This design comes from an exercise in tuning for small area, a short achievable clock period and few clock cycles per item on the open sky130 flow, not from production work.
Where RTL was checked, it was by simulation tests only, not by an equivalence proof against the original.
Function not checked in run 2: the RTL went through the layout flow alone.
Power is estimated from default activity; no workload was simulated.

==> flow/design.v (outline; a module is shown in full before it is edited, if it fits) <==
// module fp_mult_stream: 1711 lines
// module fp_mult_stream_fa: 10 lines
// module fp_mult_stream_ha: 9 lines
// module fp_mult_stream_add: 307 lines
module fp_mult_stream #(
    parameter int WIDTH      = 32,
    parameter int INT_WIDTH  = 16,
    parameter int FRAC_WIDTH = 16,
    parameter int SIGNED     = 1,
    parameter int STAGES     = 3,
    parameter int ROUND      = 1
) (
    input  logic              clk,
    input  logic              reset,
    input  logic              in_valid,
    output logic              in_ready,
    input  logic [WIDTH-1:0]  left,
    input  logic [WIDTH-1:0]  right,
    output logic              out_valid,
    input  logic              out_ready,
    output logic [WIDTH-1:0]  out,
    output logic              ovf
);
  // ...
==> flow/flow/run.sh <==
#!/bin/bash
set -euo pipefail
bash standard.sh SETUP_SLACK_MARGIN=6.25 "BUFFER_PORTS_ARGS=-buffer_cell sky130_fd_sc_hd__buf_2" finish > standard_flow.log 2>&1
==> flow/standard.sh <==
#!/bin/bash
# synth_recipe.tcl (not shown) runs the flow's synth.tcl, then flattens the netlist and writes it again
# the make line also repeats each setting of config.mk as NAME=value (left out here)
make -C /OpenROAD-flow-scripts/flow DESIGN_CONFIG=/design/flow/config.mk WORK_HOME=/design/flow/orfs CLKGATE_MAP_FILE= SYNTH_SCRIPT=/design/flow/synth_recipe.tcl "${@:-finish}"
==> flow/config.mk <==
export PLATFORM = sky130hd
export DESIGN_NAME = fp_mult_stream
export DESIGN_NICKNAME = fp_mult_stream
export VERILOG_FILES = /design/flow/design.v
export SDC_FILE = /design/flow/constraint.sdc
export NUM_CORES = 4
export LEC_CHECK = 0
export ABC_AREA = 1
export CAP_MARGIN = 20
export CORE_MARGIN = 2
export CORE_UTILIZATION = 40
export SLEW_MARGIN = 20
export SYNTH_HIERARCHICAL = 1
export TNS_END_PERCENT = 10
==> flow/constraint.sdc <==
create_clock -name core_clock -period 10.0 [get_ports {clk}]
set_input_delay 2.0000 -clock core_clock [delete_from_list [all_inputs] [get_ports {clk}]]
set_output_delay 2.0000 -clock core_clock [all_outputs]
set_load 0.01 [all_outputs]
==> results_dict.tcl, run 1 <==
set metrics [dict create \
    final_nets 3724 \
    p_clk_frac 0.099 \
    wl_met3_um 13910 \
    wl_um 104400 \
    netlist_instances 3040 \
    antenna_found_initial 2 \
    rows 103 \
    peakVddDrop_uv 178.2 \
    fin_cells 4140 \
    cts.hold.buffers_added 0 \
    hp-class "register to register" \
    cp_slowest_stage_delay_ns 0.63 \
    fin_crit_sh 0.3969 \
    p_comb_frac 0.696 \
    place_hpwl_um 63560 \
    final_common_cell "xor2_1" \
    global_route.usage.met2 0.3755 \
    clock_sinks 273 \
    vias_per_cell 5.856 \
    routedWlPerCell_um 25.22 \
    required_ns 10.32 \
    buf_share 0.06471 \
    status "finished clean" \
    drtIter0Drc 2654 \
    seq_area_frac 0.2275 \
    clock-root-buffer "clkbuf_16" \
    clk_share 0.03263 \
    dieArea_um2 82040 \
    mostFrequentLayoutCells "xor2_1, o22ai_1, fa_1" \
    cts_buffers 37 \
    worstMarginPinSlew_ns 0.9489 \
    seq_cell_count 273 \
    p_seq_uw 2670 \
    end_kind "register" \
    start_util 0.4039 \
]
Testbench counts, summed over its fixed seeds: cycles 16,024, items 16,000.
==> module fp_mult_stream_add, before the edit <==
module fp_mult_stream_add (
    input  logic [47:0] a,
    input  logic [47:0] b,
    input  logic        cin,
    output logic [47:0] s,
    output logic        c47
);
    logic c31;
    assign c47 = c31;
    wire [47:0] fa_g0 = a & b;
    wire [47:0] fa_p0 = a ^ b;
    wire fa_gn0 = fa_g0[1] | (fa_p0[1] & fa_g0[0]);
    wire fa_pn0 = fa_p0[1] & fa_p0[0];
    wire fa_gn1 = fa_g0[3] | (fa_p0[3] & fa_g0[2]);
    wire fa_pn1 = fa_p0[3] & fa_p0[2];
    wire fa_gn2 = fa_g0[5] | (fa_p0[5] & fa_g0[4]);
    wire fa_pn2 = fa_p0[5] & fa_p0[4];
    wire fa_gn3 = fa_g0[7] | (fa_p0[7] & fa_g0[6]);
    wire fa_pn3 = fa_p0[7] & fa_p0[6];
    wire fa_gn4 = fa_g0[9] | (fa_p0[9] & fa_g0[8]);
    wire fa_pn4 = fa_p0[9] & fa_p0[8];
    wire fa_gn5 = fa_g0[11] | (fa_p0[11] & fa_g0[10]);
    wire fa_pn5 = fa_p0[11] & fa_p0[10];
    wire fa_gn6 = fa_g0[13] | (fa_p0[13] & fa_g0[12]);
    wire fa_pn6 = fa_p0[13] & fa_p0[12];
    wire fa_gn7 = fa_g0[15] | (fa_p0[15] & fa_g0[14]);
    wire fa_pn7 = fa_p0[15] & fa_p0[14];
    wire fa_gn8 = fa_g0[17] | (fa_p0[17] & fa_g0[16]);
    wire fa_pn8 = fa_p0[17] & fa_p0[16];
    wire fa_gn9 = fa_g0[19] | (fa_p0[19] & fa_g0[18]);
    wire fa_pn9 = fa_p0[19] & fa_p0[18];
    wire fa_gn10 = fa_g0[21] | (fa_p0[21] & fa_g0[20]);
    wire fa_pn10 = fa_p0[21] & fa_p0[20];
    wire fa_gn11 = fa_g0[23] | (fa_p0[23] & fa_g0[22]);
    wire fa_pn11 = fa_p0[23] & fa_p0[22];
    wire fa_gn12 = fa_g0[25] | (fa_p0[25] & fa_g0[24]);
    wire fa_pn12 = fa_p0[25] & fa_p0[24];
    wire fa_gn13 = fa_g0[27] | (fa_p0[27] & fa_g0[26]);
    wire fa_pn13 = fa_p0[27] & fa_p0[26];
    wire fa_gn14 = fa_g0[29] | (fa_p0[29] & fa_g0[28]);
    wire fa_pn14 = fa_p0[29] & fa_p0[28];
    wire fa_gn15 = fa_g0[31] | (fa_p0[31] & fa_g0[30]);
    wire fa_pn15 = fa_p0[31] & fa_p0[30];
    wire fa_gn16 = fa_g0[33] | (fa_p0[33] & fa_g0[32]);
    wire fa_pn16 = fa_p0[33] & fa_p0[32];
    wire fa_gn17 = fa_g0[35] | (fa_p0[35] & fa_g0[34]);
    wire fa_pn17 = fa_p0[35] & fa_p0[34];
    wire fa_gn18 = fa_g0[37] | (fa_p0[37] & fa_g0[36]);
    wire fa_pn18 = fa_p0[37] & fa_p0[36];
    wire fa_gn19 = fa_g0[39] | (fa_p0[39] & fa_g0[38]);
    wire fa_pn19 = fa_p0[39] & fa_p0[38];
    wire fa_gn20 = fa_g0[41] | (fa_p0[41] & fa_g0[40]);
    wire fa_pn20 = fa_p0[41] & fa_p0[40];
    wire fa_gn21 = fa_g0[43] | (fa_p0[43] & fa_g0[42]);
    wire fa_pn21 = fa_p0[43] & fa_p0[42];
    wire fa_gn22 = fa_g0[45] | (fa_p0[45] & fa_g0[44]);
    wire fa_pn22 = fa_p0[45] & fa_p0[44];
    wire fa_gn23 = fa_g0[2] | (fa_p0[2] & fa_gn0);
    wire fa_pn23 = fa_p0[2] & fa_pn0;
    wire fa_gn24 = fa_gn1 | (fa_pn1 & fa_gn0);
    wire fa_pn24 = fa_pn1 & fa_pn0;
    wire fa_gn25 = fa_g0[6] | (fa_p0[6] & fa_gn2);
    wire fa_pn25 = fa_p0[6] & fa_pn2;
    wire fa_gn26 = fa_gn3 | (fa_pn3 & fa_gn2);
    wire fa_pn26 = fa_pn3 & fa_pn2;
    wire fa_gn27 = fa_g0[10] | (fa_p0[10] & fa_gn4);
    wire fa_pn27 = fa_p0[10] & fa_pn4;
    wire fa_gn28 = fa_gn5 | (fa_pn5 & fa_gn4);
    wire fa_pn28 = fa_pn5 & fa_pn4;
    wire fa_gn29 = fa_g0[14] | (fa_p0[14] & fa_gn6);
    wire fa_pn29 = fa_p0[14] & fa_pn6;
    wire fa_gn30 = fa_gn7 | (fa_pn7 & fa_gn6);
    wire fa_pn30 = fa_pn7 & fa_pn6;
    wire fa_gn31 = fa_g0[18] | (fa_p0[18] & fa_gn8);
    wire fa_pn31 = fa_p0[18] & fa_pn8;
    wire fa_gn32 = fa_gn9 | (fa_pn9 & fa_gn8);
    wire fa_pn32 = fa_pn9 & fa_pn8;
    wire fa_gn33 = fa_g0[22] | (fa_p0[22] & fa_gn10);
    wire fa_pn33 = fa_p0[22] & fa_pn10;
    wire fa_gn34 = fa_gn11 | (fa_pn11 & fa_gn10);
    wire fa_pn34 = fa_pn11 & fa_pn10;
    wire fa_gn35 = fa_g0[26] | (fa_p0[26] & fa_gn12);
    wire fa_pn35 = fa_p0[26] & fa_pn12;
    wire fa_gn36 = fa_gn13 | (fa_pn13 & fa_gn12);
    wire fa_pn36 = fa_pn13 & fa_pn12;
    wire fa_gn37 = fa_g0[30] | (fa_p0[30] & fa_gn14);
    wire fa_pn37 = fa_p0[30] & fa_pn14;
    wire fa_gn38 = fa_gn15 | (fa_pn15 & fa_gn14);
    wire fa_pn38 = fa_pn15 & fa_pn14;
    wire fa_gn39 = fa_g0[34] | (fa_p0[34] & fa_gn16);
    wire fa_pn39 = fa_p0[34] & fa_pn16;
    wire fa_gn40 = fa_gn17 | (fa_pn17 & fa_gn16);
    wire fa_pn40 = fa_pn17 & fa_pn16;
    wire fa_gn41 = fa_g0[38] | (fa_p0[38] & fa_gn18);
    wire fa_pn41 = fa_p0[38] & fa_pn18;
    wire fa_gn42 = fa_gn19 | (fa_pn19 & fa_gn18);
    wire fa_pn42 = fa_pn19 & fa_pn18;
    wire fa_gn43 = fa_g0[42] | (fa_p0[42] & fa_gn20);
    wire fa_pn43 = fa_p0[42] & fa_pn20;
    wire fa_gn44 = fa_gn21 | (fa_pn21 & fa_gn20);
    wire fa_pn44 = fa_pn21 & fa_pn20;
    wire fa_gn45 = fa_g0[46] | (fa_p0[46] & fa_gn22);
    wire fa_pn45 = fa_p0[46] & fa_pn22;
    wire fa_gn46 = fa_g0[4] | (fa_p0[4] & fa_gn24);
    wire fa_pn46 = fa_p0[4] & fa_pn24;
    wire fa_gn47 = fa_gn2 | (fa_pn2 & fa_gn24);
    wire fa_pn47 = fa_pn2 & fa_pn24;
    wire fa_gn48 = fa_gn25 | (fa_pn25 & fa_gn24);
    wire fa_pn48 = fa_pn25 & fa_pn24;
    wire fa_gn49 = fa_gn26 | (fa_pn26 & fa_gn24);
    wire fa_pn49 = fa_pn26 & fa_pn24;
    wire fa_gn50 = fa_g0[12] | (fa_p0[12] & fa_gn28);
    wire fa_pn50 = fa_p0[12] & fa_pn28;
    wire fa_gn51 = fa_gn6 | (fa_pn6 & fa_gn28);
    wire fa_pn51 = fa_pn6 & fa_pn28;
    wire fa_gn52 = fa_gn29 | (fa_pn29 & fa_gn28);
    wire fa_pn52 = fa_pn29 & fa_pn28;
    wire fa_gn53 = fa_gn30 | (fa_pn30 & fa_gn28);
    wire fa_pn53 = fa_pn30 & fa_pn28;
    wire fa_gn54 = fa_g0[20] | (fa_p0[20] & fa_gn32);
    wire fa_pn54 = fa_p0[20] & fa_pn32;
    wire fa_gn55 = fa_gn10 | (fa_pn10 & fa_gn32);
    wire fa_pn55 = fa_pn10 & fa_pn32;
    wire fa_gn56 = fa_gn33 | (fa_pn33 & fa_gn32);
    wire fa_pn56 = fa_pn33 & fa_pn32;
    wire fa_gn57 = fa_gn34 | (fa_pn34 & fa_gn32);
    wire fa_pn57 = fa_pn34 & fa_pn32;
    wire fa_gn58 = fa_g0[28] | (fa_p0[28] & fa_gn36);
    wire fa_pn58 = fa_p0[28] & fa_pn36;
    wire fa_gn59 = fa_gn14 | (fa_pn14 & fa_gn36);
    wire fa_pn59 = fa_pn14 & fa_pn36;
    wire fa_gn60 = fa_gn37 | (fa_pn37 & fa_gn36);
    wire fa_pn60 = fa_pn37 & fa_pn36;
    wire fa_gn61 = fa_gn38 | (fa_pn38 & fa_gn36);
    wire fa_pn61 = fa_pn38 & fa_pn36;
    wire fa_gn62 = fa_g0[36] | (fa_p0[36] & fa_gn40);
    wire fa_pn62 = fa_p0[36] & fa_pn40;
    wire fa_gn63 = fa_gn18 | (fa_pn18 & fa_gn40);
    wire fa_pn63 = fa_pn18 & fa_pn40;
    wire fa_gn64 = fa_gn41 | (fa_pn41 & fa_gn40);
    wire fa_pn64 = fa_pn41 & fa_pn40;
    wire fa_gn65 = fa_gn42 | (fa_pn42 & fa_gn40);
    wire fa_pn65 = fa_pn42 & fa_pn40;
    wire fa_gn66 = fa_g0[44] | (fa_p0[44] & fa_gn44);
    wire fa_pn66 = fa_p0[44] & fa_pn44;
    wire fa_gn67 = fa_gn22 | (fa_pn22 & fa_gn44);
    wire fa_pn67 = fa_pn22 & fa_pn44;
    wire fa_gn68 = fa_gn45 | (fa_pn45 & fa_gn44);
    wire fa_pn68 = fa_pn45 & fa_pn44;
    wire fa_gn69 = fa_g0[8] | (fa_p0[8] & fa_gn49);
    wire fa_pn69 = fa_p0[8] & fa_pn49;
    wire fa_gn70 = fa_gn4 | (fa_pn4 & fa_gn49);
    wire fa_pn70 = fa_pn4 & fa_pn49;
    wire fa_gn71 = fa_gn27 | (fa_pn27 & fa_gn49);
    wire fa_pn71 = fa_pn27 & fa_pn49;
    wire fa_gn72 = fa_gn28 | (fa_pn28 & fa_gn49);
    wire fa_pn72 = fa_pn28 & fa_pn49;
    wire fa_gn73 = fa_gn50 | (fa_pn50 & fa_gn49);
    wire fa_pn73 = fa_pn50 & fa_pn49;
    wire fa_gn74 = fa_gn51 | (fa_pn51 & fa_gn49);
    wire fa_pn74 = fa_pn51 & fa_pn49;
    wire fa_gn75 = fa_gn52 | (fa_pn52 & fa_gn49);
    wire fa_pn75 = fa_pn52 & fa_pn49;
    wire fa_gn76 = fa_gn53 | (fa_pn53 & fa_gn49);
    wire fa_pn76 = fa_pn53 & fa_pn49;
    wire fa_gn77 = fa_g0[24] | (fa_p0[24] & fa_gn57);
    wire fa_pn77 = fa_p0[24] & fa_pn57;
    wire fa_gn78 = fa_gn12 | (fa_pn12 & fa_gn57);
    wire fa_pn78 = fa_pn12 & fa_pn57;
    wire fa_gn79 = fa_gn35 | (fa_pn35 & fa_gn57);
    wire fa_pn79 = fa_pn35 & fa_pn57;
    wire fa_gn80 = fa_gn36 | (fa_pn36 & fa_gn57);
    wire fa_pn80 = fa_pn36 & fa_pn57;
    wire fa_gn81 = fa_gn58 | (fa_pn58 & fa_gn57);
    wire fa_pn81 = fa_pn58 & fa_pn57;
    wire fa_gn82 = fa_gn59 | (fa_pn59 & fa_gn57);
    wire fa_pn82 = fa_pn59 & fa_pn57;
    wire fa_gn83 = fa_gn60 | (fa_pn60 & fa_gn57);
    wire fa_pn83 = fa_pn60 & fa_pn57;
    wire fa_gn84 = fa_gn61 | (fa_pn61 & fa_gn57);
    wire fa_pn84 = fa_pn61 & fa_pn57;
    wire fa_gn85 = fa_g0[40] | (fa_p0[40] & fa_gn65);
    wire fa_pn85 = fa_p0[40] & fa_pn65;
    wire fa_gn86 = fa_gn20 | (fa_pn20 & fa_gn65);
    wire fa_pn86 = fa_pn20 & fa_pn65;
    wire fa_gn87 = fa_gn43 | (fa_pn43 & fa_gn65);
    wire fa_pn87 = fa_pn43 & fa_pn65;
    wire fa_gn88 = fa_gn44 | (fa_pn44 & fa_gn65);
    wire fa_pn88 = fa_pn44 & fa_pn65;
    wire fa_gn89 = fa_gn66 | (fa_pn66 & fa_gn65);
    wire fa_pn89 = fa_pn66 & fa_pn65;
    wire fa_gn90 = fa_gn67 | (fa_pn67 & fa_gn65);
    wire fa_pn90 = fa_pn67 & fa_pn65;
    wire fa_gn91 = fa_gn68 | (fa_pn68 & fa_gn65);
    wire fa_pn91 = fa_pn68 & fa_pn65;
    wire fa_gn92 = fa_g0[16] | (fa_p0[16] & fa_gn76);
    wire fa_pn92 = fa_p0[16] & fa_pn76;
    wire fa_gn93 = fa_gn8 | (fa_pn8 & fa_gn76);
    wire fa_pn93 = fa_pn8 & fa_pn76;
    wire fa_gn94 = fa_gn31 | (fa_pn31 & fa_gn76);
    wire fa_pn94 = fa_pn31 & fa_pn76;
    wire fa_gn95 = fa_gn32 | (fa_pn32 & fa_gn76);
    wire fa_pn95 = fa_pn32 & fa_pn76;
    wire fa_gn96 = fa_gn54 | (fa_pn54 & fa_gn76);
    wire fa_pn96 = fa_pn54 & fa_pn76;
    wire fa_gn97 = fa_gn55 | (fa_pn55 & fa_gn76);
    wire fa_pn97 = fa_pn55 & fa_pn76;
    wire fa_gn98 = fa_gn56 | (fa_pn56 & fa_gn76);
    wire fa_pn98 = fa_pn56 & fa_pn76;
    wire fa_gn99 = fa_gn57 | (fa_pn57 & fa_gn76);
    wire fa_pn99 = fa_pn57 & fa_pn76;
    wire fa_gn100 = fa_gn77 | (fa_pn77 & fa_gn76);
    wire fa_pn100 = fa_pn77 & fa_pn76;
    wire fa_gn101 = fa_gn78 | (fa_pn78 & fa_gn76);
    wire fa_pn101 = fa_pn78 & fa_pn76;
    wire fa_gn102 = fa_gn79 | (fa_pn79 & fa_gn76);
    wire fa_pn102 = fa_pn79 & fa_pn76;
    wire fa_gn103 = fa_gn80 | (fa_pn80 & fa_gn76);
    wire fa_pn103 = fa_pn80 & fa_pn76;
    wire fa_gn104 = fa_gn81 | (fa_pn81 & fa_gn76);
    wire fa_pn104 = fa_pn81 & fa_pn76;
    wire fa_gn105 = fa_gn82 | (fa_pn82 & fa_gn76);
    wire fa_pn105 = fa_pn82 & fa_pn76;
    wire fa_gn106 = fa_gn83 | (fa_pn83 & fa_gn76);
    wire fa_pn106 = fa_pn83 & fa_pn76;
    wire fa_gn107 = fa_gn84 | (fa_pn84 & fa_gn76);
    wire fa_pn107 = fa_pn84 & fa_pn76;
    wire fa_gn108 = fa_g0[32] | (fa_p0[32] & fa_gn107);
    wire fa_pn108 = fa_p0[32] & fa_pn107;
    wire fa_gn109 = fa_gn16 | (fa_pn16 & fa_gn107);
    wire fa_pn109 = fa_pn16 & fa_pn107;
    wire fa_gn110 = fa_gn39 | (fa_pn39 & fa_gn107);
    wire fa_pn110 = fa_pn39 & fa_pn107;
    wire fa_gn111 = fa_gn40 | (fa_pn40 & fa_gn107);
    wire fa_pn111 = fa_pn40 & fa_pn107;
    wire fa_gn112 = fa_gn62 | (fa_pn62 & fa_gn107);
    wire fa_pn112 = fa_pn62 & fa_pn107;
    wire fa_gn113 = fa_gn63 | (fa_pn63 & fa_gn107);
    wire fa_pn113 = fa_pn63 & fa_pn107;
    wire fa_gn114 = fa_gn64 | (fa_pn64 & fa_gn107);
    wire fa_pn114 = fa_pn64 & fa_pn107;
    wire fa_gn115 = fa_gn65 | (fa_pn65 & fa_gn107);
    wire fa_pn115 = fa_pn65 & fa_pn107;
    wire fa_gn116 = fa_gn85 | (fa_pn85 & fa_gn107);
    wire fa_pn116 = fa_pn85 & fa_pn107;
    wire fa_gn117 = fa_gn86 | (fa_pn86 & fa_gn107);
    wire fa_pn117 = fa_pn86 & fa_pn107;
    wire fa_gn118 = fa_gn87 | (fa_pn87 & fa_gn107);
    wire fa_pn118 = fa_pn87 & fa_pn107;
    wire fa_gn119 = fa_gn88 | (fa_pn88 & fa_gn107);
    wire fa_pn119 = fa_pn88 & fa_pn107;
    wire fa_gn120 = fa_gn89 | (fa_pn89 & fa_gn107);
    wire fa_pn120 = fa_pn89 & fa_pn107;
    wire fa_gn121 = fa_gn90 | (fa_pn90 & fa_gn107);
    wire fa_pn121 = fa_pn90 & fa_pn107;
    wire fa_gn122 = fa_gn91 | (fa_pn91 & fa_gn107);
    wire fa_pn122 = fa_pn91 & fa_pn107;
    assign s[0] = fa_p0[0] ^ cin;
    assign s[1] = fa_p0[1] ^ (fa_g0[0] | (fa_p0[0] & cin));
    assign s[2] = fa_p0[2] ^ (fa_gn0 | (fa_pn0 & cin));
    assign s[3] = fa_p0[3] ^ (fa_gn23 | (fa_pn23 & cin));
    assign s[4] = fa_p0[4] ^ (fa_gn24 | (fa_pn24 & cin));
    assign s[5] = fa_p0[5] ^ (fa_gn46 | (fa_pn46 & cin));
    assign s[6] = fa_p0[6] ^ (fa_gn47 | (fa_pn47 & cin));
    assign s[7] = fa_p0[7] ^ (fa_gn48 | (fa_pn48 & cin));
    assign s[8] = fa_p0[8] ^ (fa_gn49 | (fa_pn49 & cin));
    assign s[9] = fa_p0[9] ^ (fa_gn69 | (fa_pn69 & cin));
    assign s[10] = fa_p0[10] ^ (fa_gn70 | (fa_pn70 & cin));
    assign s[11] = fa_p0[11] ^ (fa_gn71 | (fa_pn71 & cin));
    assign s[12] = fa_p0[12] ^ (fa_gn72 | (fa_pn72 & cin));
    assign s[13] = fa_p0[13] ^ (fa_gn73 | (fa_pn73 & cin));
    assign s[14] = fa_p0[14] ^ (fa_gn74 | (fa_pn74 & cin));
    assign s[15] = fa_p0[15] ^ (fa_gn75 | (fa_pn75 & cin));
    assign s[16] = fa_p0[16] ^ (fa_gn76 | (fa_pn76 & cin));
    assign s[17] = fa_p0[17] ^ (fa_gn92 | (fa_pn92 & cin));
    assign s[18] = fa_p0[18] ^ (fa_gn93 | (fa_pn93 & cin));
    assign s[19] = fa_p0[19] ^ (fa_gn94 | (fa_pn94 & cin));
    assign s[20] = fa_p0[20] ^ (fa_gn95 | (fa_pn95 & cin));
    assign s[21] = fa_p0[21] ^ (fa_gn96 | (fa_pn96 & cin));
    assign s[22] = fa_p0[22] ^ (fa_gn97 | (fa_pn97 & cin));
    assign s[23] = fa_p0[23] ^ (fa_gn98 | (fa_pn98 & cin));
    assign s[24] = fa_p0[24] ^ (fa_gn99 | (fa_pn99 & cin));
    assign s[25] = fa_p0[25] ^ (fa_gn100 | (fa_pn100 & cin));
    assign s[26] = fa_p0[26] ^ (fa_gn101 | (fa_pn101 & cin));
    assign s[27] = fa_p0[27] ^ (fa_gn102 | (fa_pn102 & cin));
    assign s[28] = fa_p0[28] ^ (fa_gn103 | (fa_pn103 & cin));
    assign s[29] = fa_p0[29] ^ (fa_gn104 | (fa_pn104 & cin));
    assign s[30] = fa_p0[30] ^ (fa_gn105 | (fa_pn105 & cin));
    assign s[31] = fa_p0[31] ^ (fa_gn106 | (fa_pn106 & cin));
    assign s[32] = fa_p0[32] ^ (fa_gn107 | (fa_pn107 & cin));
    assign s[33] = fa_p0[33] ^ (fa_gn108 | (fa_pn108 & cin));
    assign s[34] = fa_p0[34] ^ (fa_gn109 | (fa_pn109 & cin));
    assign s[35] = fa_p0[35] ^ (fa_gn110 | (fa_pn110 & cin));
    assign s[36] = fa_p0[36] ^ (fa_gn111 | (fa_pn111 & cin));
    assign s[37] = fa_p0[37] ^ (fa_gn112 | (fa_pn112 & cin));
    assign s[38] = fa_p0[38] ^ (fa_gn113 | (fa_pn113 & cin));
    assign s[39] = fa_p0[39] ^ (fa_gn114 | (fa_pn114 & cin));
    assign s[40] = fa_p0[40] ^ (fa_gn115 | (fa_pn115 & cin));
    assign s[41] = fa_p0[41] ^ (fa_gn116 | (fa_pn116 & cin));
    assign s[42] = fa_p0[42] ^ (fa_gn117 | (fa_pn117 & cin));
    assign s[43] = fa_p0[43] ^ (fa_gn118 | (fa_pn118 & cin));
    assign s[44] = fa_p0[44] ^ (fa_gn119 | (fa_pn119 & cin));
    assign s[45] = fa_p0[45] ^ (fa_gn120 | (fa_pn120 & cin));
    assign s[46] = fa_p0[46] ^ (fa_gn121 | (fa_pn121 & cin));
    assign s[47] = fa_p0[47] ^ (fa_gn122 | (fa_pn122 & cin));
    assign c31 = (fa_gn106 | (fa_pn106 & cin));
endmodule
==> run 2, diff against run 1 <==
--- a/flow/design.v
+++ b/flow/design.v
@@ -24,21 +24,24 @@
     logic [33:0]       res0_q, res1_q;      
     logic [33:0]       res_c;
     logic              push;
     logic [31:0]       a_q;
     logic [15:0]       one_q, two_q, neg_q;
     logic [15:0]       one_d, two_d, neg_d;
     logic [118:0]      cs_q;
     logic              sgn_q;
+    logic              res0_nov_q, res0_nsg_q;
     assign en        = ~res1_v_q;
     assign in_ready  = rdy_q;               
     assign push      = en & valid_q[2];
     assign out_valid = res0_v_q;
-    assign out       = res0_q[32] ? {res0_q[33], {31{~res0_q[33]}}} : res0_q[31:0];
+    assign out[15:0]  = res0_q[32] ? {16{~res0_q[33]}} : res0_q[15:0];
+    assign out[30:16] = res0_nov_q ? res0_q[30:16] : {15{res0_nsg_q}};
+    assign out[31]    = res0_nov_q ? res0_q[31] : ~res0_nsg_q;
     assign ovf       = res0_q[32];
     assign res1_v_d = res1_v_q ? ~out_ready : (push & res0_v_q & ~out_ready);
     always_ff @(posedge clk) begin
         if (reset) begin
             valid_q  <= '0;
             res0_v_q <= 1'b0;
             res1_v_q <= 1'b0;
             rdy_q    <= 1'b1;
@@ -58,16 +61,27 @@
             end
         end else if (push & (~res0_v_q | out_ready)) begin
             res0_q <= res_c;
         end
         if (~res1_v_q) begin
             res1_q <= res_c;
         end
     end
+    always_ff @(posedge clk) begin
+        if (res1_v_q) begin
+            if (out_ready) begin
+                res0_nov_q <= ~res1_q[32];
+                res0_nsg_q <= ~res1_q[33];
+            end
+        end else if (push & (~res0_v_q | out_ready)) begin
+            res0_nov_q <= ~res_c[32];
+            res0_nsg_q <= ~res_c[33];
+        end
+    end
     always_comb begin
         for (int j = 0; j < 16; j++) begin
             logic b2, b1, b0;
             b2 = right[2*j+1];
             b1 = right[2*j];
             b0 = (j > 0) ? right[2*j-1] : 1'b0;
             one_d[j] = b1 ^ b0;
             two_d[j] = (b2 & ~b1 & ~b0) | (~b2 & b1 & b0);
@@ -1780,258 +1794,178 @@
     wire fa_gn19 = fa_g0[39] | (fa_p0[39] & fa_g0[38]);
     wire fa_pn19 = fa_p0[39] & fa_p0[38];
     wire fa_gn20 = fa_g0[41] | (fa_p0[41] & fa_g0[40]);
     wire fa_pn20 = fa_p0[41] & fa_p0[40];
     wire fa_gn21 = fa_g0[43] | (fa_p0[43] & fa_g0[42]);
     wire fa_pn21 = fa_p0[43] & fa_p0[42];
     wire fa_gn22 = fa_g0[45] | (fa_p0[45] & fa_g0[44]);
     wire fa_pn22 = fa_p0[45] & fa_p0[44];
-    wire fa_gn23 = fa_g0[2] | (fa_p0[2] & fa_gn0);
-    wire fa_pn23 = fa_p0[2] & fa_pn0;
-    wire fa_gn24 = fa_gn1 | (fa_pn1 & fa_gn0);
-    wire fa_pn24 = fa_pn1 & fa_pn0;
-    wire fa_gn25 = fa_g0[6] | (fa_p0[6] & fa_gn2);
-    wire fa_pn25 = fa_p0[6] & fa_pn2;
-    wire fa_gn26 = fa_gn3 | (fa_pn3 & fa_gn2);
-    wire fa_pn26 = fa_pn3 & fa_pn2;
-    wire fa_gn27 = fa_g0[10] | (fa_p0[10] & fa_gn4);
-    wire fa_pn27 = fa_p0[10] & fa_pn4;
-    wire fa_gn28 = fa_gn5 | (fa_pn5 & fa_gn4);
-    wire fa_pn28 = fa_pn5 & fa_pn4;
-    wire fa_gn29 = fa_g0[14] | (fa_p0[14] & fa_gn6);
-    wire fa_pn29 = fa_p0[14] & fa_pn6;
-    wire fa_gn30 = fa_gn7 | (fa_pn7 & fa_gn6);
-    wire fa_pn30 = fa_pn7 & fa_pn6;
-    wire fa_gn31 = fa_g0[18] | (fa_p0[18] & fa_gn8);
-    wire fa_pn31 = fa_p0[18] & fa_pn8;
-    wire fa_gn32 = fa_gn9 | (fa_pn9 & fa_gn8);
-    wire fa_pn32 = fa_pn9 & fa_pn8;
-    wire fa_gn33 = fa_g0[22] | (fa_p0[22] & fa_gn10);
-    wire fa_pn33 = fa_p0[22] & fa_pn10;
-    wire fa_gn34 = fa_gn11 | (fa_pn11 & fa_gn10);
-    wire fa_pn34 = fa_pn11 & fa_pn10;
-    wire fa_gn35 = fa_g0[26] | (fa_p0[26] & fa_gn12);
-    wire fa_pn35 = fa_p0[26] & fa_pn12;
-    wire fa_gn36 = fa_gn13 | (fa_pn13 & fa_gn12);
-    wire fa_pn36 = fa_pn13 & fa_pn12;
-    wire fa_gn37 = fa_g0[30] | (fa_p0[30] & fa_gn14);
-    wire fa_pn37 = fa_p0[30] & fa_pn14;
-    wire fa_gn38 = fa_gn15 | (fa_pn15 & fa_gn14);
-    wire fa_pn38 = fa_pn15 & fa_pn14;
-    wire fa_gn39 = fa_g0[34] | (fa_p0[34] & fa_gn16);
-    wire fa_pn39 = fa_p0[34] & fa_pn16;
-    wire fa_gn40 = fa_gn17 | (fa_pn17 & fa_gn16);
-    wire fa_pn40 = fa_pn17 & fa_pn16;
-    wire fa_gn41 = fa_g0[38] | (fa_p0[38] & fa_gn18);
-    wire fa_pn41 = fa_p0[38] & fa_pn18;
-    wire fa_gn42 = fa_gn19 | (fa_pn19 & fa_gn18);
-    wire fa_pn42 = fa_pn19 & fa_pn18;
-    wire fa_gn43 = fa_g0[42] | (fa_p0[42] & fa_gn20);
-    wire fa_pn43 = fa_p0[42] & fa_pn20;
-    wire fa_gn44 = fa_gn21 | (fa_pn21 & fa_gn20);
-    wire fa_pn44 = fa_pn21 & fa_pn20;
-    wire fa_gn45 = fa_g0[46] | (fa_p0[46] & fa_gn22);
-    wire fa_pn45 = fa_p0[46] & fa_pn22;
-    wire fa_gn46 = fa_g0[4] | (fa_p0[4] & fa_gn24);
-    wire fa_pn46 = fa_p0[4] & fa_pn24;
-    wire fa_gn47 = fa_gn2 | (fa_pn2 & fa_gn24);
-    wire fa_pn47 = fa_pn2 & fa_pn24;
-    wire fa_gn48 = fa_gn25 | (fa_pn25 & fa_gn24);
-    wire fa_pn48 = fa_pn25 & fa_pn24;
-    wire fa_gn49 = fa_gn26 | (fa_pn26 & fa_gn24);
-    wire fa_pn49 = fa_pn26 & fa_pn24;
-    wire fa_gn50 = fa_g0[12] | (fa_p0[12] & fa_gn28);
-    wire fa_pn50 = fa_p0[12] & fa_pn28;
-    wire fa_gn51 = fa_gn6 | (fa_pn6 & fa_gn28);
-    wire fa_pn51 = fa_pn6 & fa_pn28;
-    wire fa_gn52 = fa_gn29 | (fa_pn29 & fa_gn28);
-    wire fa_pn52 = fa_pn29 & fa_pn28;
-    wire fa_gn53 = fa_gn30 | (fa_pn30 & fa_gn28);
-    wire fa_pn53 = fa_pn30 & fa_pn28;
-    wire fa_gn54 = fa_g0[20] | (fa_p0[20] & fa_gn32);
-    wire fa_pn54 = fa_p0[20] & fa_pn32;
-    wire fa_gn55 = fa_gn10 | (fa_pn10 & fa_gn32);
-    wire fa_pn55 = fa_pn10 & fa_pn32;
-    wire fa_gn56 = fa_gn33 | (fa_pn33 & fa_gn32);
-    wire fa_pn56 = fa_pn33 & fa_pn32;
-    wire fa_gn57 = fa_gn34 | (fa_pn34 & fa_gn32);
-    wire fa_pn57 = fa_pn34 & fa_pn32;
-    wire fa_gn58 = fa_g0[28] | (fa_p0[28] & fa_gn36);
-    wire fa_pn58 = fa_p0[28] & fa_pn36;
-    wire fa_gn59 = fa_gn14 | (fa_pn14 & fa_gn36);
-    wire fa_pn59 = fa_pn14 & fa_pn36;
-    wire fa_gn60 = fa_gn37 | (fa_pn37 & fa_gn36);
-    wire fa_pn60 = fa_pn37 & fa_pn36;
-    wire fa_gn61 = fa_gn38 | (fa_pn38 & fa_gn36);
-    wire fa_pn61 = fa_pn38 & fa_pn36;
-    wire fa_gn62 = fa_g0[36] | (fa_p0[36] & fa_gn40);
-    wire fa_pn62 = fa_p0[36] & fa_pn40;
-    wire fa_gn63 = fa_gn18 | (fa_pn18 & fa_gn40);
-    wire fa_pn63 = fa_pn18 & fa_pn40;
-    wire fa_gn64 = fa_gn41 | (fa_pn41 & fa_gn40);
-    wire fa_pn64 = fa_pn41 & fa_pn40;
-    wire fa_gn65 = fa_gn42 | (fa_pn42 & fa_gn40);
-    wire fa_pn65 = fa_pn42 & fa_pn40;
-    wire fa_gn66 = fa_g0[44] | (fa_p0[44] & fa_gn44);
-    wire fa_pn66 = fa_p0[44] & fa_pn44;
-    wire fa_gn67 = fa_gn22 | (fa_pn22 & fa_gn44);
-    wire fa_pn67 = fa_pn22 & fa_pn44;
-    wire fa_gn68 = fa_gn45 | (fa_pn45 & fa_gn44);
-    wire fa_pn68 = fa_pn45 & fa_pn44;
-    wire fa_gn69 = fa_g0[8] | (fa_p0[8] & fa_gn49);
-    wire fa_pn69 = fa_p0[8] & fa_pn49;
-    wire fa_gn70 = fa_gn4 | (fa_pn4 & fa_gn49);
-    wire fa_pn70 = fa_pn4 & fa_pn49;
-    wire fa_gn71 = fa_gn27 | (fa_pn27 & fa_gn49);
-    wire fa_pn71 = fa_pn27 & fa_pn49;
-    wire fa_gn72 = fa_gn28 | (fa_pn28 & fa_gn49);
-    wire fa_pn72 = fa_pn28 & fa_pn49;
-    wire fa_gn73 = fa_gn50 | (fa_pn50 & fa_gn49);
-    wire fa_pn73 = fa_pn50 & fa_pn49;
-    wire fa_gn74 = fa_gn51 | (fa_pn51 & fa_gn49);
-    wire fa_pn74 = fa_pn51 & fa_pn49;
-    wire fa_gn75 = fa_gn52 | (fa_pn52 & fa_gn49);
-    wire fa_pn75 = fa_pn52 & fa_pn49;
-    wire fa_gn76 = fa_gn53 | (fa_pn53 & fa_gn49);
-    wire fa_pn76 = fa_pn53 & fa_pn49;
-    wire fa_gn77 = fa_g0[24] | (fa_p0[24] & fa_gn57);
-    wire fa_pn77 = fa_p0[24] & fa_pn57;
-    wire fa_gn78 = fa_gn12 | (fa_pn12 & fa_gn57);
-    wire fa_pn78 = fa_pn12 & fa_pn57;
-    wire fa_gn79 = fa_gn35 | (fa_pn35 & fa_gn57);
-    wire fa_pn79 = fa_pn35 & fa_pn57;
-    wire fa_gn80 = fa_gn36 | (fa_pn36 & fa_gn57);
-    wire fa_pn80 = fa_pn36 & fa_pn57;
-    wire fa_gn81 = fa_gn58 | (fa_pn58 & fa_gn57);
-    wire fa_pn81 = fa_pn58 & fa_pn57;
-    wire fa_gn82 = fa_gn59 | (fa_pn59 & fa_gn57);
-    wire fa_pn82 = fa_pn59 & fa_pn57;
-    wire fa_gn83 = fa_gn60 | (fa_pn60 & fa_gn57);
-    wire fa_pn83 = fa_pn60 & fa_pn57;
-    wire fa_gn84 = fa_gn61 | (fa_pn61 & fa_gn57);
-    wire fa_pn84 = fa_pn61 & fa_pn57;
-    wire fa_gn85 = fa_g0[40] | (fa_p0[40] & fa_gn65);
-    wire fa_pn85 = fa_p0[40] & fa_pn65;
-    wire fa_gn86 = fa_gn20 | (fa_pn20 & fa_gn65);
-    wire fa_pn86 = fa_pn20 & fa_pn65;
-    wire fa_gn87 = fa_gn43 | (fa_pn43 & fa_gn65);
-    wire fa_pn87 = fa_pn43 & fa_pn65;
-    wire fa_gn88 = fa_gn44 | (fa_pn44 & fa_gn65);
-    wire fa_pn88 = fa_pn44 & fa_pn65;
-    wire fa_gn89 = fa_gn66 | (fa_pn66 & fa_gn65);
-    wire fa_pn89 = fa_pn66 & fa_pn65;
-    wire fa_gn90 = fa_gn67 | (fa_pn67 & fa_gn65);
-    wire fa_pn90 = fa_pn67 & fa_pn65;
-    wire fa_gn91 = fa_gn68 | (fa_pn68 & fa_gn65);
-    wire fa_pn91 = fa_pn68 & fa_pn65;
-    wire fa_gn92 = fa_g0[16] | (fa_p0[16] & fa_gn76);
-    wire fa_pn92 = fa_p0[16] & fa_pn76;
-    wire fa_gn93 = fa_gn8 | (fa_pn8 & fa_gn76);
-    wire fa_pn93 = fa_pn8 & fa_pn76;
-    wire fa_gn94 = fa_gn31 | (fa_pn31 & fa_gn76);
-    wire fa_pn94 = fa_pn31 & fa_pn76;
-    wire fa_gn95 = fa_gn32 | (fa_pn32 & fa_gn76);
-    wire fa_pn95 = fa_pn32 & fa_pn76;
-    wire fa_gn96 = fa_gn54 | (fa_pn54 & fa_gn76);
-    wire fa_pn96 = fa_pn54 & fa_pn76;
-    wire fa_gn97 = fa_gn55 | (fa_pn55 & fa_gn76);
-    wire fa_pn97 = fa_pn55 & fa_pn76;
-    wire fa_gn98 = fa_gn56 | (fa_pn56 & fa_gn76);
-    wire fa_pn98 = fa_pn56 & fa_pn76;
-    wire fa_gn99 = fa_gn57 | (fa_pn57 & fa_gn76);
-    wire fa_pn99 = fa_pn57 & fa_pn76;
-    wire fa_gn100 = fa_gn77 | (fa_pn77 & fa_gn76);
-    wire fa_pn100 = fa_pn77 & fa_pn76;
-    wire fa_gn101 = fa_gn78 | (fa_pn78 & fa_gn76);
-    wire fa_pn101 = fa_pn78 & fa_pn76;
-    wire fa_gn102 = fa_gn79 | (fa_pn79 & fa_gn76);
-    wire fa_pn102 = fa_pn79 & fa_pn76;
-    wire fa_gn103 = fa_gn80 | (fa_pn80 & fa_gn76);
-    wire fa_pn103 = fa_pn80 & fa_pn76;
-    wire fa_gn104 = fa_gn81 | (fa_pn81 & fa_gn76);
-    wire fa_pn104 = fa_pn81 & fa_pn76;
-    wire fa_gn105 = fa_gn82 | (fa_pn82 & fa_gn76);
-    wire fa_pn105 = fa_pn82 & fa_pn76;
-    wire fa_gn106 = fa_gn83 | (fa_pn83 & fa_gn76);
-    wire fa_pn106 = fa_pn83 & fa_pn76;
-    wire fa_gn107 = fa_gn84 | (fa_pn84 & fa_gn76);
-    wire fa_pn107 = fa_pn84 & fa_pn76;
-    wire fa_gn108 = fa_g0[32] | (fa_p0[32] & fa_gn107);
-    wire fa_pn108 = fa_p0[32] & fa_pn107;
-    wire fa_gn109 = fa_gn16 | (fa_pn16 & fa_gn107);
-    wire fa_pn109 = fa_pn16 & fa_pn107;
-    wire fa_gn110 = fa_gn39 | (fa_pn39 & fa_gn107);
-    wire fa_pn110 = fa_pn39 & fa_pn107;
-    wire fa_gn111 = fa_gn40 | (fa_pn40 & fa_gn107);
-    wire fa_pn111 = fa_pn40 & fa_pn107;
-    wire fa_gn112 = fa_gn62 | (fa_pn62 & fa_gn107);
-    wire fa_pn112 = fa_pn62 & fa_pn107;
-    wire fa_gn113 = fa_gn63 | (fa_pn63 & fa_gn107);
-    wire fa_pn113 = fa_pn63 & fa_pn107;
-    wire fa_gn114 = fa_gn64 | (fa_pn64 & fa_gn107);
-    wire fa_pn114 = fa_pn64 & fa_pn107;
-    wire fa_gn115 = fa_gn65 | (fa_pn65 & fa_gn107);
-    wire fa_pn115 = fa_pn65 & fa_pn107;
-    wire fa_gn116 = fa_gn85 | (fa_pn85 & fa_gn107);
-    wire fa_pn116 = fa_pn85 & fa_pn107;
-    wire fa_gn117 = fa_gn86 | (fa_pn86 & fa_gn107);
-    wire fa_pn117 = fa_pn86 & fa_pn107;
-    wire fa_gn118 = fa_gn87 | (fa_pn87 & fa_gn107);
-    wire fa_pn118 = fa_pn87 & fa_pn107;
-    wire fa_gn119 = fa_gn88 | (fa_pn88 & fa_gn107);
-    wire fa_pn119 = fa_pn88 & fa_pn107;
-    wire fa_gn120 = fa_gn89 | (fa_pn89 & fa_gn107);
-    wire fa_pn120 = fa_pn89 & fa_pn107;
-    wire fa_gn121 = fa_gn90 | (fa_pn90 & fa_gn107);
-    wire fa_pn121 = fa_pn90 & fa_pn107;
-    wire fa_gn122 = fa_gn91 | (fa_pn91 & fa_gn107);
-    wire fa_pn122 = fa_pn91 & fa_pn107;
+    wire fa_gn23 = fa_gn1 | (fa_pn1 & fa_gn0);
+    wire fa_pn23 = fa_pn1 & fa_pn0;
+    wire fa_gn24 = fa_gn3 | (fa_pn3 & fa_gn2);
+    wire fa_pn24 = fa_pn3 & fa_pn2;
+    wire fa_gn25 = fa_gn5 | (fa_pn5 & fa_gn4);
+    wire fa_pn25 = fa_pn5 & fa_pn4;
+    wire fa_gn26 = fa_gn7 | (fa_pn7 & fa_gn6);
+    wire fa_pn26 = fa_pn7 & fa_pn6;
+    wire fa_gn27 = fa_gn9 | (fa_pn9 & fa_gn8);
+    wire fa_pn27 = fa_pn9 & fa_pn8;
+    wire fa_gn28 = fa_gn11 | (fa_pn11 & fa_gn10);
+    wire fa_pn28 = fa_pn11 & fa_pn10;
+    wire fa_gn29 = fa_gn13 | (fa_pn13 & fa_gn12);
+    wire fa_pn29 = fa_pn13 & fa_pn12;
+    wire fa_gn30 = fa_gn15 | (fa_pn15 & fa_gn14);
+    wire fa_pn30 = fa_pn15 & fa_pn14;
+    wire fa_gn31 = fa_gn17 | (fa_pn17 & fa_gn16);
+    wire fa_pn31 = fa_pn17 & fa_pn16;
+    wire fa_gn32 = fa_gn19 | (fa_pn19 & fa_gn18);
+    wire fa_pn32 = fa_pn19 & fa_pn18;
+    wire fa_gn33 = fa_gn21 | (fa_pn21 & fa_gn20);
+    wire fa_pn33 = fa_pn21 & fa_pn20;
+    wire fa_gn34 = fa_gn24 | (fa_pn24 & fa_gn23);
+    wire fa_pn34 = fa_pn24 & fa_pn23;
+    wire fa_gn35 = fa_gn26 | (fa_pn26 & fa_gn25);
+    wire fa_pn35 = fa_pn26 & fa_pn25;
+    wire fa_gn36 = fa_gn28 | (fa_pn28 & fa_gn27);
+    wire fa_pn36 = fa_pn28 & fa_pn27;
+    wire fa_gn37 = fa_gn30 | (fa_pn30 & fa_gn29);
+    wire fa_pn37 = fa_pn30 & fa_pn29;
+    wire fa_gn38 = fa_gn32 | (fa_pn32 & fa_gn31);
+    wire fa_pn38 = fa_pn32 & fa_pn31;
+    wire fa_gn39 = fa_gn35 | (fa_pn35 & fa_gn34);
+    wire fa_pn39 = fa_pn35 & fa_pn34;
+    wire fa_gn40 = fa_gn37 | (fa_pn37 & fa_gn36);
+    wire fa_pn40 = fa_pn37 & fa_pn36;
+    wire fa_gn41 = fa_gn40 | (fa_pn40 & fa_gn39);
+    wire fa_pn41 = fa_pn40 & fa_pn39;
+    wire fa_gn42 = fa_gn36 | (fa_pn36 & fa_gn39);
+    wire fa_pn42 = fa_pn36 & fa_pn39;
+    wire fa_gn43 = fa_gn38 | (fa_pn38 & fa_gn41);
+    wire fa_pn43 = fa_pn38 & fa_pn41;
+    wire fa_gn44 = fa_gn25 | (fa_pn25 & fa_gn34);
+    wire fa_pn44 = fa_pn25 & fa_pn34;
+    wire fa_gn45 = fa_gn27 | (fa_pn27 & fa_gn39);
+    wire fa_pn45 = fa_pn27 & fa_pn39;
+    wire fa_gn46 = fa_gn29 | (fa_pn29 & fa_gn42);
+    wire fa_pn46 = fa_pn29 & fa_pn42;
+    wire fa_gn47 = fa_gn31 | (fa_pn31 & fa_gn41);
+    wire fa_pn47 = fa_pn31 & fa_pn41;
+    wire fa_gn48 = fa_gn33 | (fa_pn33 & fa_gn43);
+    wire fa_pn48 = fa_pn33 & fa_pn43;
+    wire fa_gn49 = fa_gn2 | (fa_pn2 & fa_gn23);
+    wire fa_pn49 = fa_pn2 & fa_pn23;
+    wire fa_gn50 = fa_gn4 | (fa_pn4 & fa_gn34);
+    wire fa_pn50 = fa_pn4 & fa_pn34;
+    wire fa_gn51 = fa_gn6 | (fa_pn6 & fa_gn44);
+    wire fa_pn51 = fa_pn6 & fa_pn44;
+    wire fa_gn52 = fa_gn8 | (fa_pn8 & fa_gn39);
+    wire fa_pn52 = fa_pn8 & fa_pn39;
+    wire fa_gn53 = fa_gn10 | (fa_pn10 & fa_gn45);
+    wire fa_pn53 = fa_pn10 & fa_pn45;
+    wire fa_gn54 = fa_gn12 | (fa_pn12 & fa_gn42);
+    wire fa_pn54 = fa_pn12 & fa_pn42;
+    wire fa_gn55 = fa_gn14 | (fa_pn14 & fa_gn46);
+    wire fa_pn55 = fa_pn14 & fa_pn46;
+    wire fa_gn56 = fa_gn16 | (fa_pn16 & fa_gn41);
+    wire fa_pn56 = fa_pn16 & fa_pn41;
+    wire fa_gn57 = fa_gn18 | (fa_pn18 & fa_gn47);
+    wire fa_pn57 = fa_pn18 & fa_pn47;
+    wire fa_gn58 = fa_gn20 | (fa_pn20 & fa_gn43);
+    wire fa_pn58 = fa_pn20 & fa_pn43;
+    wire fa_gn59 = fa_gn22 | (fa_pn22 & fa_gn48);
+    wire fa_pn59 = fa_pn22 & fa_pn48;
+    wire fa_gn60 = fa_g0[2] | (fa_p0[2] & fa_gn0);
+    wire fa_pn60 = fa_p0[2] & fa_pn0;
+    wire fa_gn61 = fa_g0[4] | (fa_p0[4] & fa_gn23);
+    wire fa_pn61 = fa_p0[4] & fa_pn23;
+    wire fa_gn62 = fa_g0[6] | (fa_p0[6] & fa_gn49);
+    wire fa_pn62 = fa_p0[6] & fa_pn49;
+    wire fa_gn63 = fa_g0[8] | (fa_p0[8] & fa_gn34);
+    wire fa_pn63 = fa_p0[8] & fa_pn34;
+    wire fa_gn64 = fa_g0[10] | (fa_p0[10] & fa_gn50);
+    wire fa_pn64 = fa_p0[10] & fa_pn50;
+    wire fa_gn65 = fa_g0[12] | (fa_p0[12] & fa_gn44);
+    wire fa_pn65 = fa_p0[12] & fa_pn44;
+    wire fa_gn66 = fa_g0[14] | (fa_p0[14] & fa_gn51);
+    wire fa_pn66 = fa_p0[14] & fa_pn51;
+    wire fa_gn67 = fa_g0[16] | (fa_p0[16] & fa_gn39);
+    wire fa_pn67 = fa_p0[16] & fa_pn39;
+    wire fa_gn68 = fa_g0[18] | (fa_p0[18] & fa_gn52);
+    wire fa_pn68 = fa_p0[18] & fa_pn52;
+    wire fa_gn69 = fa_g0[20] | (fa_p0[20] & fa_gn45);
+    wire fa_pn69 = fa_p0[20] & fa_pn45;
+    wire fa_gn70 = fa_g0[22] | (fa_p0[22] & fa_gn53);
+    wire fa_pn70 = fa_p0[22] & fa_pn53;
+    wire fa_gn71 = fa_g0[24] | (fa_p0[24] & fa_gn42);
+    wire fa_pn71 = fa_p0[24] & fa_pn42;
+    wire fa_gn72 = fa_g0[26] | (fa_p0[26] & fa_gn54);
+    wire fa_pn72 = fa_p0[26] & fa_pn54;
+    wire fa_gn73 = fa_g0[28] | (fa_p0[28] & fa_gn46);
+    wire fa_pn73 = fa_p0[28] & fa_pn46;
+    wire fa_gn74 = fa_g0[30] | (fa_p0[30] & fa_gn55);
+    wire fa_pn74 = fa_p0[30] & fa_pn55;
+    wire fa_gn75 = fa_g0[32] | (fa_p0[32] & fa_gn41);
+    wire fa_pn75 = fa_p0[32] & fa_pn41;
+    wire fa_gn76 = fa_g0[34] | (fa_p0[34] & fa_gn56);
+    wire fa_pn76 = fa_p0[34] & fa_pn56;
+    wire fa_gn77 = fa_g0[36] | (fa_p0[36] & fa_gn47);
+    wire fa_pn77 = fa_p0[36] & fa_pn47;
+    wire fa_gn78 = fa_g0[38] | (fa_p0[38] & fa_gn57);
+    wire fa_pn78 = fa_p0[38] & fa_pn57;
+    wire fa_gn79 = fa_g0[40] | (fa_p0[40] & fa_gn43);
+    wire fa_pn79 = fa_p0[40] & fa_pn43;
+    wire fa_gn80 = fa_g0[42] | (fa_p0[42] & fa_gn58);
+    wire fa_pn80 = fa_p0[42] & fa_pn58;
+    wire fa_gn81 = fa_g0[44] | (fa_p0[44] & fa_gn48);
+    wire fa_pn81 = fa_p0[44] & fa_pn48;
+    wire fa_gn82 = fa_g0[46] | (fa_p0[46] & fa_gn59);
+    wire fa_pn82 = fa_p0[46] & fa_pn59;
     assign s[0] = fa_p0[0] ^ cin;
     assign s[1] = fa_p0[1] ^ (fa_g0[0] | (fa_p0[0] & cin));
     assign s[2] = fa_p0[2] ^ (fa_gn0 | (fa_pn0 & cin));
-    assign s[3] = fa_p0[3] ^ (fa_gn23 | (fa_pn23 & cin));
-    assign s[4] = fa_p0[4] ^ (fa_gn24 | (fa_pn24 & cin));
-    assign s[5] = fa_p0[5] ^ (fa_gn46 | (fa_pn46 & cin));
-    assign s[6] = fa_p0[6] ^ (fa_gn47 | (fa_pn47 & cin));
-    assign s[7] = fa_p0[7] ^ (fa_gn48 | (fa_pn48 & cin));
-    assign s[8] = fa_p0[8] ^ (fa_gn49 | (fa_pn49 & cin));
-    assign s[9] = fa_p0[9] ^ (fa_gn69 | (fa_pn69 & cin));
-    assign s[10] = fa_p0[10] ^ (fa_gn70 | (fa_pn70 & cin));
-    assign s[11] = fa_p0[11] ^ (fa_gn71 | (fa_pn71 & cin));
-    assign s[12] = fa_p0[12] ^ (fa_gn72 | (fa_pn72 & cin));
-    assign s[13] = fa_p0[13] ^ (fa_gn73 | (fa_pn73 & cin));
-    assign s[14] = fa_p0[14] ^ (fa_gn74 | (fa_pn74 & cin));
-    assign s[15] = fa_p0[15] ^ (fa_gn75 | (fa_pn75 & cin));
-    assign s[16] = fa_p0[16] ^ (fa_gn76 | (fa_pn76 & cin));
-    assign s[17] = fa_p0[17] ^ (fa_gn92 | (fa_pn92 & cin));
-    assign s[18] = fa_p0[18] ^ (fa_gn93 | (fa_pn93 & cin));
-    assign s[19] = fa_p0[19] ^ (fa_gn94 | (fa_pn94 & cin));
-    assign s[20] = fa_p0[20] ^ (fa_gn95 | (fa_pn95 & cin));
-    assign s[21] = fa_p0[21] ^ (fa_gn96 | (fa_pn96 & cin));
-    assign s[22] = fa_p0[22] ^ (fa_gn97 | (fa_pn97 & cin));
-    assign s[23] = fa_p0[23] ^ (fa_gn98 | (fa_pn98 & cin));
-    assign s[24] = fa_p0[24] ^ (fa_gn99 | (fa_pn99 & cin));
-    assign s[25] = fa_p0[25] ^ (fa_gn100 | (fa_pn100 & cin));
-    assign s[26] = fa_p0[26] ^ (fa_gn101 | (fa_pn101 & cin));
-    assign s[27] = fa_p0[27] ^ (fa_gn102 | (fa_pn102 & cin));
-    assign s[28] = fa_p0[28] ^ (fa_gn103 | (fa_pn103 & cin));
-    assign s[29] = fa_p0[29] ^ (fa_gn104 | (fa_pn104 & cin));
-    assign s[30] = fa_p0[30] ^ (fa_gn105 | (fa_pn105 & cin));
-    assign s[31] = fa_p0[31] ^ (fa_gn106 | (fa_pn106 & cin));
-    assign s[32] = fa_p0[32] ^ (fa_gn107 | (fa_pn107 & cin));
-    assign s[33] = fa_p0[33] ^ (fa_gn108 | (fa_pn108 & cin));
-    assign s[34] = fa_p0[34] ^ (fa_gn109 | (fa_pn109 & cin));
-    assign s[35] = fa_p0[35] ^ (fa_gn110 | (fa_pn110 & cin));
-    assign s[36] = fa_p0[36] ^ (fa_gn111 | (fa_pn111 & cin));
-    assign s[37] = fa_p0[37] ^ (fa_gn112 | (fa_pn112 & cin));
-    assign s[38] = fa_p0[38] ^ (fa_gn113 | (fa_pn113 & cin));
-    assign s[39] = fa_p0[39] ^ (fa_gn114 | (fa_pn114 & cin));
-    assign s[40] = fa_p0[40] ^ (fa_gn115 | (fa_pn115 & cin));
-    assign s[41] = fa_p0[41] ^ (fa_gn116 | (fa_pn116 & cin));
-    assign s[42] = fa_p0[42] ^ (fa_gn117 | (fa_pn117 & cin));
-    assign s[43] = fa_p0[43] ^ (fa_gn118 | (fa_pn118 & cin));
-    assign s[44] = fa_p0[44] ^ (fa_gn119 | (fa_pn119 & cin));
-    assign s[45] = fa_p0[45] ^ (fa_gn120 | (fa_pn120 & cin));
-    assign s[46] = fa_p0[46] ^ (fa_gn121 | (fa_pn121 & cin));
-    assign s[47] = fa_p0[47] ^ (fa_gn122 | (fa_pn122 & cin));
-    assign c31 = (fa_gn106 | (fa_pn106 & cin));
+    assign s[3] = fa_p0[3] ^ (fa_gn60 | (fa_pn60 & cin));
+    assign s[4] = fa_p0[4] ^ (fa_gn23 | (fa_pn23 & cin));
+    assign s[5] = fa_p0[5] ^ (fa_gn61 | (fa_pn61 & cin));
+    assign s[6] = fa_p0[6] ^ (fa_gn49 | (fa_pn49 & cin));
+    assign s[7] = fa_p0[7] ^ (fa_gn62 | (fa_pn62 & cin));
+    assign s[8] = fa_p0[8] ^ (fa_gn34 | (fa_pn34 & cin));
+    assign s[9] = fa_p0[9] ^ (fa_gn63 | (fa_pn63 & cin));
+    assign s[10] = fa_p0[10] ^ (fa_gn50 | (fa_pn50 & cin));
+    assign s[11] = fa_p0[11] ^ (fa_gn64 | (fa_pn64 & cin));
+    assign s[12] = fa_p0[12] ^ (fa_gn44 | (fa_pn44 & cin));
+    assign s[13] = fa_p0[13] ^ (fa_gn65 | (fa_pn65 & cin));
+    assign s[14] = fa_p0[14] ^ (fa_gn51 | (fa_pn51 & cin));
+    assign s[15] = fa_p0[15] ^ (fa_gn66 | (fa_pn66 & cin));
+    assign s[16] = fa_p0[16] ^ (fa_gn39 | (fa_pn39 & cin));
+    assign s[17] = fa_p0[17] ^ (fa_gn67 | (fa_pn67 & cin));
+    assign s[18] = fa_p0[18] ^ (fa_gn52 | (fa_pn52 & cin));
+    assign s[19] = fa_p0[19] ^ (fa_gn68 | (fa_pn68 & cin));
+    assign s[20] = fa_p0[20] ^ (fa_gn45 | (fa_pn45 & cin));
+    assign s[21] = fa_p0[21] ^ (fa_gn69 | (fa_pn69 & cin));
+    assign s[22] = fa_p0[22] ^ (fa_gn53 | (fa_pn53 & cin));
+    assign s[23] = fa_p0[23] ^ (fa_gn70 | (fa_pn70 & cin));
+    assign s[24] = fa_p0[24] ^ (fa_gn42 | (fa_pn42 & cin));
+    assign s[25] = fa_p0[25] ^ (fa_gn71 | (fa_pn71 & cin));
+    assign s[26] = fa_p0[26] ^ (fa_gn54 | (fa_pn54 & cin));
+    assign s[27] = fa_p0[27] ^ (fa_gn72 | (fa_pn72 & cin));
+    assign s[28] = fa_p0[28] ^ (fa_gn46 | (fa_pn46 & cin));
+    assign s[29] = fa_p0[29] ^ (fa_gn73 | (fa_pn73 & cin));
+    assign s[30] = fa_p0[30] ^ (fa_gn55 | (fa_pn55 & cin));
+    assign s[31] = fa_p0[31] ^ (fa_gn74 | (fa_pn74 & cin));
+    assign s[32] = fa_p0[32] ^ (fa_gn41 | (fa_pn41 & cin));
+    assign s[33] = fa_p0[33] ^ (fa_gn75 | (fa_pn75 & cin));
+    assign s[34] = fa_p0[34] ^ (fa_gn56 | (fa_pn56 & cin));
+    assign s[35] = fa_p0[35] ^ (fa_gn76 | (fa_pn76 & cin));
+    assign s[36] = fa_p0[36] ^ (fa_gn47 | (fa_pn47 & cin));
+    assign s[37] = fa_p0[37] ^ (fa_gn77 | (fa_pn77 & cin));
+    assign s[38] = fa_p0[38] ^ (fa_gn57 | (fa_pn57 & cin));
+    assign s[39] = fa_p0[39] ^ (fa_gn78 | (fa_pn78 & cin));
+    assign s[40] = fa_p0[40] ^ (fa_gn43 | (fa_pn43 & cin));
+    assign s[41] = fa_p0[41] ^ (fa_gn79 | (fa_pn79 & cin));
+    assign s[42] = fa_p0[42] ^ (fa_gn58 | (fa_pn58 & cin));
+    assign s[43] = fa_p0[43] ^ (fa_gn80 | (fa_pn80 & cin));
+    assign s[44] = fa_p0[44] ^ (fa_gn48 | (fa_pn48 & cin));
+    assign s[45] = fa_p0[45] ^ (fa_gn81 | (fa_pn81 & cin));
+    assign s[46] = fa_p0[46] ^ (fa_gn59 | (fa_pn59 & cin));
+    assign s[47] = fa_p0[47] ^ (fa_gn82 | (fa_pn82 & cin));
+    assign c31 = (fa_gn74 | (fa_pn74 & cin));
 endmodule
==> flow/flow/run.sh (replaced) <==
#!/bin/bash
set -euo pipefail
bash standard.sh SETUP_SLACK_MARGIN=6.2 "BUFFER_PORTS_ARGS=-buffer_cell sky130_fd_sc_hd__buf_2" finish > standard_flow.log 2>&1
--- a/flow/config.mk
+++ b/flow/config.mk
@@ -4,11 +4,13 @@
 export VERILOG_FILES = /design/flow/design.v
 export SDC_FILE = /design/flow/constraint.sdc
 export NUM_CORES = 4
 export LEC_CHECK = 0
 export ABC_AREA = 1
 export CAP_MARGIN = 20
 export CORE_MARGIN = 2
 export CORE_UTILIZATION = 40
+export CTS_BUF_LIST = sky130_fd_sc_hd__clkbuf_16
+export CTS_CLUSTER_DIAMETER = 100
+export CTS_CLUSTER_SIZE = 30
 export SLEW_MARGIN = 20
 export SYNTH_HIERARCHICAL = 1
-export TNS_END_PERCENT = 10
==> run 2 against run 1 <==
Still clean; final cell count down 0.31%; flip-flop and latch count rose by 2; utilization up 1.2 points; via count about the same; combinational power up 5.4%; clock power down 31%; non-clock buffer count rose by 35; sequential share of layout area is 0.42 points lower.
==> results_dict.tcl, run 2 <==
set metrics [dict create \
    syn2layout_area_growth_pct 14.97 \
    routedWlPerCell_um 25.61 \
    worstPathMaxFanout 5 \
    place_congestion 0.8681 \
    max-clock-path-buffers 3 \
    cts.hold.buffers_added 0 \
    netlist_area_um2 31970 \
    fin_cells 4127 \
    status "finished clean" \
    cap_violations 0 \
    netlist_instances 3025 \
    ant_nets 0 \
    regArea_um2 8208 \
    drive_gt1_frac 0.1901 \
    die_w_um 286.7 \
    setup_viol 0 \
    io_buffers 102 \
    p_per_area_nw_per_um2 357.0 \
    min_period_ns 4.014 \
    clock-root-buffer "clkbuf_16" \
    final_nets 3727 \
    insertion_delay_ns 0.58 \
    cp_slowest_stage_delay_ns 0.55 \
    end_kind "register" \
    hold_violations 0 \
    hp-class "register to register" \
    critical_path_class "register to register" \
    core_area_um2 79000 \
    clock_skew_ns 0.03065 \
    largest_reg_flops 119 \
    vias_per_cell 5.870 \
    cp_cell_sequence "clkinvlp_4, buf_12, buf_6, buf_12, buf_12, o22ai_4, xor2_1, fa_1, fa_2, fa_2, fa_1, fa_2" \
    arrival_ns 4.32 \
    track_usage 0.2466 \
    start_util 0.4047 \
    fillers 7211 \
    largestRegisters "cs_q: 119 flops, res0_q: 34 flops, res1_q: 34 flops" \
    antenna_found_initial 2 \
    slowest_stage "fa_2" \
    rows 103 \
    drcViolationCount 0 \
    yosys_warnings 7 \
    vias 24224 \
    mostFrequentLayoutCells "xor2_1, o22ai_1, fa_1" \
    syn_nets 3688 \
    worstMarginPinSlew_ns 0.9989 \
    timing.fmax_mhz 249.1 \
    io_pins 103 \
    grt_pass1_wl_um 154000 \
    peakVddDrop_uv 195.4 \
    place_hpwl_um 63340 \
    crit_path_start_kind "register" \
    syn_area_per_cell_um2 10.57 \
    cts_buffers 20 \
    fin_setup_tns_ns 0 \
    required_ns 10.30 \
    grt_max_degree 77 \
    dp.cells 3989 \
    dieArea_um2 82210 \
    clkTransAtPathRegs_ns 0.10 \
    fin_crit_sh 0.4014 \
    drtIter0Drc 2739 \
    clock_sinks 275 \
    die_h_um 286.7 \
    rsz0062_at_grt "yes" \
    cts_tree "built" \
    slew-limit-headroom 0.3341 \
    p_leak_uw 0.01531 \
    firstDrtPassIters 6 \
    multi_input_area_um2 22310 \
    overflow 0 \
    max_flop_register "cs_q" \
    wl_um 105700 \
    grt_pass1_vias 24800 \
    diodes 0 \
    h-tree-depth 1 \
    final_common_cell "xor2_1" \
    finalMaxSlewViolations 0 \
]
==> run 2: repair_timing <==
action / CTS / global route
endpoints found under the setup margin: 131 / 53
pin swaps: 50 / 108
gates cloned: 12 / 12
buffers inserted: 37 / 42
gates resized for setup: 234 / 219
==> run 2: final cells by class <==
class,count,area share
multi-input combinational,2216,0.6069
sequential,275,0.2233
timing repair buffer,281,0.08499
tap,1050,0.03574
inverter,266,0.02958
clock buffer,20,0.01361
clock inverter,15,0.005071
timing repair inverter,4,0.0008169
==> run 2: routing by layer <==
layer | global-route usage | wire length [um]
met5 | 0 | 24
met4 | 0.1005 | 4973
met3 | 0.07544 | 14450
met2 | 0.3691 | 45190
met1 | 0.3326 | 41060
==> run 2: final timing paths <==
kind                 startpoint                    to  slack (ns)  cells past startpoint
max          one_q[3]$_DFFE_PN_    cs_q[29]$_DFFE_PN_        5.99                     12
min             sgn_q$_DFFE_PN_  res1_q[33]$_DFFE_PN_        0.46                      0
max reg2reg  one_q[3]$_DFFE_PN_    cs_q[29]$_DFFE_PN_        5.99                     12
min reg2reg     sgn_q$_DFFE_PN_  res1_q[33]$_DFFE_PN_        0.46                      0
==> run 2: worst max-delay path: cells and delay by family (launching register included) <==
family,cells,cell delay (ns)
adders and majority gates,5,2.31
DFF,1,0.43
xor gates and xnor gates,1,0.21
AOI/OAI and AO/OA,1,0.13
buffers and inverters,5,0.67
==> run 2: power breakdown <==
part           switching, uW  total [uW]  internal, uW  leakage (uW)
logic                   5310        9540          4230        0.0121
registers                153        2690          2530       0.00287
clock network            494         895           401      0.000334
total                   5950       13100          7170        0.0153
==> run 2: stage by stage <==
stage / setup slack (ns) / cell area [um^2] / util / hold slack [ns] / total power, uW
final: 5.986 / 36760 / 0.4653 / 0.4647 / 13120
after global routing: 5.949 / 36760 / 0.4653 / 0.4891 / 14520
after CTS: 6.099 / 35300 / 0.4468 / 0.4674 / 12610
after detailed placement: 5.548 / 33090 / 0.4189 / 0.4644 / 11270
after global placement: 5.605 / 33090 / 0.4189 / 0.4399 / 11050
after floorplan: 6.403 / 31990 / - / 0.4207 / 8841

afterwards: timing with drivers on the ports:
No port has a modelled driver above. Below, the same layouts with a new extraction and two added sets of constraints.
Step 1 sets driving cells, clkbuf_16 on the clock port and buf_2 on the other inputs (assumed; they add their load-dependent delay and slew).
Step 2, shift: input delay + t, output delay - t, t = (earliest + latest rising clock arrival at the registers) / 2. This alone moves slack from input paths to output paths.
Slacks: no drivers / after step 1 / after step 2; pairs: no drivers / after step 1.
run | t (ns) | setup WS [ns] | clock arrival spread, ns | slew at the worst register clock pin (ns)
run 1 | 0.629 | 6.031 / 6.031 / 6.031 | 0.039 / 0.039 | 0.06 / 0.06
run 2 | 0.630 | 5.986 / 5.986 / 5.986 | 0.031 / 0.030 | 0.10 / 0.10
After both steps setup and hold are still met in every run listed.
